This design comes from an exercise in tuning for small area, a short achievable clock period and few clock cycles on the open sky130 flow, not from production work.
In this exercise RTL edits were held to simulation tests only and were not proved equivalent to the original.
Power figures rest on the tool's default switching activity, not on a simulated workload.

## infix_expression_evaluator_unit
module infix_expression_evaluator_unit (
   input  logic                        clock,
   input  logic                        reset,
   input  logic                        req_tvalid,
   output logic                        req_tready,
   input  logic [7:0]                  req_tdata,
   input  logic                        req_tlast,
   output logic                        rsp_tvalid,
   input  logic                        rsp_tready,
   output logic signed [31:0]          rsp_tdata,
   output logic [1:0]                  rsp_tuser
);
   logic        iv_q;
   logic        ic_dig_q, ic_as_q, ic_md_q, ic_nl_q, ic_inv_q, ia_q, il_q;
   logic [3:0]  id_q;
   logic        ip1_1_q, ip1_2_q, ip1_4_q, ip1_8_q, ip2_1_q, ip2_2_q, ineg_q;
   logic        ih1_1_q, ih1_2_q, ih1_4_q, ih1_8_q, ih2_1_q, ih2_2_q, ihneg_q;
   logic [1:0]  state_q, state_d;
   logic [31:0] sum_q, sum_d;
   logic [31:0] term_q, term_d;
   logic        ts_q, ts_d;
   logic [31:0] acc_q, acc_d;
   logic [31:0] rem_q, rem_d;
   logic [1:0]  op_q, op_d;
   logic        sign_q, sign_d;
   logic [1:0]  st_q, st_d;
   logic        fresh_q, fresh_d;
   logic        rv_q, rv_d;
   logic [1:0]  rst_q, rst_d;
   logic [1:0]  pk_q, pk_d;
   logic        pa_q, pa_d;
   logic        pl_q, pl_d;
   logic [4:0]  cnt_q, cnt_d;
   logic        qn_q, qn_d;
   logic        dz_q, dz_d;        
   logic        apply_q, div_q;    
   logic        nb_q, nb_d;
   logic [7:0] c;
   logic       run, take, extra;
   assign c          = req_tdata;
   assign run        = (state_q == S_RUN);
   assign take       = run && iv_q;
   logic is_dig;
   assign is_dig     = (c >= CH_ZERO) && (c <= CH_NINE);
   assign req_tready = !iv_q || run || extra;
   always_ff @(posedge clock) begin
      if (reset) begin
         iv_q <= 1'b0;
      end else if (req_tready) begin
         iv_q <= req_tvalid;
      end
      if (req_tready) begin
         ic_dig_q <= is_dig;
         ic_as_q  <= (c == CH_PLUS) || (c == CH_MINUS);
         ic_md_q  <= (c == CH_STAR) || (c == CH_SLASH);
         ic_nl_q  <= (c == CH_NEWLINE);
         ic_inv_q <= !(((c >= CH_ZERO) && (c <= CH_NINE)) || (c == CH_SPACE) ||
                       (c == CH_PLUS) || (c == CH_MINUS) || (c == CH_STAR) ||
                       (c == CH_SLASH) || (c == CH_NEWLINE));
  ...
Size in the first run: about 2400 cells after synthesis, roughly 180 flip-flops, about 49 I/O pins.
clock: 9.0 ns
lec_check: 0
abc_area: 1
cap_margin: 20
core_margin: 2
core_utilization: 40
setup_slack_margin: 4
slew_margin: 20
run.sh (not shown) runs the stock make flow with config.mk's settings and CLKGATE_MAP_FILE= SYNTH_SCRIPT=/design/flow/synth_recipe.tcl, a recipe that flattens the netlist after the stock synthesis.
The starting point finished clean.
Testbench counts at the start, summed over its fixed seeds: cycles 38,127.
Then changed:
- SETUP_SLACK_MARGIN: 4 -> 4.25
Outcome: Worst setup slack gains 0.25 ns; clock skew barely changes; combinational power barely changes; hold slack barely changes.


Another version of the RTL of infix_expression_evaluator_unit (not shown whole).
Size: roughly 1,900 cells after synthesis, roughly 170 flip-flops, about 49 I/O pins.
Settings: LEC_CHECK=0, CAP_MARGIN=20, CORE_MARGIN=2, CORE_UTILIZATION=50, PLACE_DENSITY=0.8, SETUP_SLACK_MARGIN=5, SLEW_MARGIN=20; clock period 9.0 ns.
The baseline ran to the end with no violations.
Testbench counts at the start, summed over its fixed seeds: cycles 38,127.
Edit:
- CAP_MARGIN: 20 -> 0
- CORE_UTILIZATION: 50 -> 40
- PLACE_DENSITY: 0.8 -> default
- SLEW_MARGIN: 20 -> 0
Power falls by about 1.2%. Sequential power hardly moves. Via count falls by 4.2%. Final area increases by about 1.4%. Clock-buffer cell count climbs by 1. Worst setup slack gets worse by 0.066 ns. Non-clock buffer count rose by 5. Die area came out higher by 24%.
Edit:
- CAP_MARGIN: 0 -> 20
- SLEW_MARGIN: 0 -> 20
After rerunning: Cell area shrinks by 2.2%. Setup slack gets better by 0.020 ns. Clock skew is lower by 0.0065 ns.


RTL: one of the versions met above, not the one the previous note started from.
For scale: roughly 180 flip-flops, roughly 17000 um^2 of cells after synthesis.
==> flow/config.mk <==
export PLATFORM = sky130hd
export DESIGN_NAME = infix_expression_evaluator_unit
export DESIGN_NICKNAME = infix_expression_evaluator_unit
export VERILOG_FILES = /design/flow/design.v
export SDC_FILE = /design/flow/constraint.sdc
export NUM_CORES = 4
export LEC_CHECK = 0
export ABC_AREA = 1
export CAP_MARGIN = 20
export CORE_MARGIN = 2
export CORE_UTILIZATION = 40
export SETUP_SLACK_MARGIN = 4.5
export SLEW_MARGIN = 20
==> flow/constraint.sdc <==
create_clock -name core_clock -period 9.0 [get_ports {clock}]
set_input_delay 1.8000 -clock core_clock [delete_from_list [all_inputs] [get_ports {clock}]]
set_output_delay 1.8000 -clock core_clock [all_outputs]
set_load 0.01 [all_outputs]
The starting point finished with timing, DRC and antenna clean.
Testbench counts at the start, summed over its fixed seeds: cycles 38,127.
Then changed:
--- a/flow/config.mk
+++ b/flow/config.mk
@@ -11,0 +12 @@
+export PLACE_DENSITY_LB_ADDON = 0.1
What happened:
- The changed run ran to the end with no violations
- setup slack loses 69 ps
- global-route usage climbs by 1.5 points
- total power climbs by 1.6%
- combinational power hardly moves
Then changed:
--- a/flow/config.mk
+++ b/flow/config.mk
@@ -11,3 +11,2 @@
-export CORE_UTILIZATION = 40
-export PLACE_DENSITY_LB_ADDON = 0.1
-export SETUP_SLACK_MARGIN = 4.5
+export CORE_UTILIZATION = 50
+export SETUP_SLACK_MARGIN = 5
Effect:
- The new run finished clean
- worst hold slack is better by 5.5 ps
- via count rose by about 3.7%
- total power climbs by 4.8%
- wire length stays flat
- worst setup slack gets better by 190 ps
- clock power shrinks by about 3%
- sequential cell count stays the same
- register-to-register slack gets better by 190 ps
Then changed:
--- a/flow/config.mk
+++ b/flow/config.mk
@@ -8 +7,0 @@
-export ABC_AREA = 1
@@ -11 +10 @@
-export CORE_UTILIZATION = 50
+export CORE_UTILIZATION = 40
The new run ran to the end with no violations.
Routed wire length goes down by 4.6%.
Via count falls by 7.7%.
Core utilization shrinks by 10 points.
Non-clock buffer count went up by 53.
Setup slack is worse by 150 ps.
Then changed:
--- a/flow/config.mk
+++ b/flow/config.mk
@@ -7,0 +8 @@
+export ABC_AREA = 1
@@ -10,2 +11,2 @@
-export CORE_UTILIZATION = 40
-export SETUP_SLACK_MARGIN = 5
+export CORE_UTILIZATION = 50
+export SETUP_SLACK_MARGIN = 4.5
Outcome: Total power went up by 16%; clock power went up by 4.5%; die area went down by 19%; global-route usage went up by 6.8 points.
Then changed:
--- a/flow/config.mk
+++ b/flow/config.mk
@@ -11,2 +11,3 @@
-export CORE_UTILIZATION = 50
-export SETUP_SLACK_MARGIN = 4.5
+export CORE_UTILIZATION = 40
+export GPL_ROUTABILITY_DRIVEN = 0
+export SETUP_SLACK_MARGIN = 5
Outcome: Via count is higher by a few percent; sequential share of layout area is lower by 1.3 points; fmax is higher by a little under a tenth; register-to-register slack gains 220 ps; total power is higher by a few percent; design area is higher by a few percent; cell count is higher by a few percent; worst setup slack gains 290 ps; flip-flop and latch count does not change; hold slack gains 3.5 ps.

-- afterwards: timing with drivers on the ports --
In the flow no input, the clock included, has a driving cell. The finished layouts below were timed again as built, in two steps.
Step 1, drivers: a clkbuf_16 drives clock and a buf_2 each remaining input, both assumed.
Step 2 times the ports against the registers' clock, not the clock port: input delays grow and output delays shrink by t, the midpoint of the rising clock arrivals with the driver on.
a / b / c = ideal ports / drivers / drivers and shift; a / b = the first two.
run	shift t [ns]	slack for setup (ns)	worst setup path after step 2	clock arrival spread, ns	slew at the worst register clock pin (ns)
the first run of note 1	0.536	4.406 / 4.406 / 4.258	input to register	0.014 / 0.013	0.08 / 0.08
the second run of note 1	0.536	4.653 / 4.653 / 4.247	input to register	0.013 / 0.013	0.08 / 0.08
the first run of note 2	0.500	4.393 / 4.393 / 4.393	register to register	0.017 / 0.017	0.08 / 0.08
the second run of note 2	0.526	4.327 / 4.327 / 4.327	register to register	0.019 / 0.018	0.08 / 0.08
the third run of note 2	0.520	4.347 / 4.347 / 4.347	register to register	0.011 / 0.012	0.07 / 0.07
the first run of note 3	0.534	4.757 / 4.703 / 4.588	input to register	0.012 / 0.013	0.08 / 0.08
the second run of note 3	0.556	4.688 / 4.688 / 4.463	input to register	0.016 / 0.015	0.08 / 0.08
the third run of note 3	0.509	4.878 / 4.878 / 4.587	input to register	0.010 / 0.010	0.08 / 0.08
the fourth run of note 3	0.522	4.727 / 4.727 / 4.727	register to register	0.017 / 0.017	0.09 / 0.09
the fifth run of note 3	0.514	4.641 / 4.586 / 4.614	input to register	0.011 / 0.011	0.08 / 0.08
the sixth run of note 3	0.514	4.932 / 4.932 / 4.670	input to register	0.013 / 0.013	0.08 / 0.08
After both steps every run listed still meets setup and hold. For the second run of note 1, which loses most, drivers alone change the setup slack by 0.000 ns; drivers and shift together by -0.406 ns.
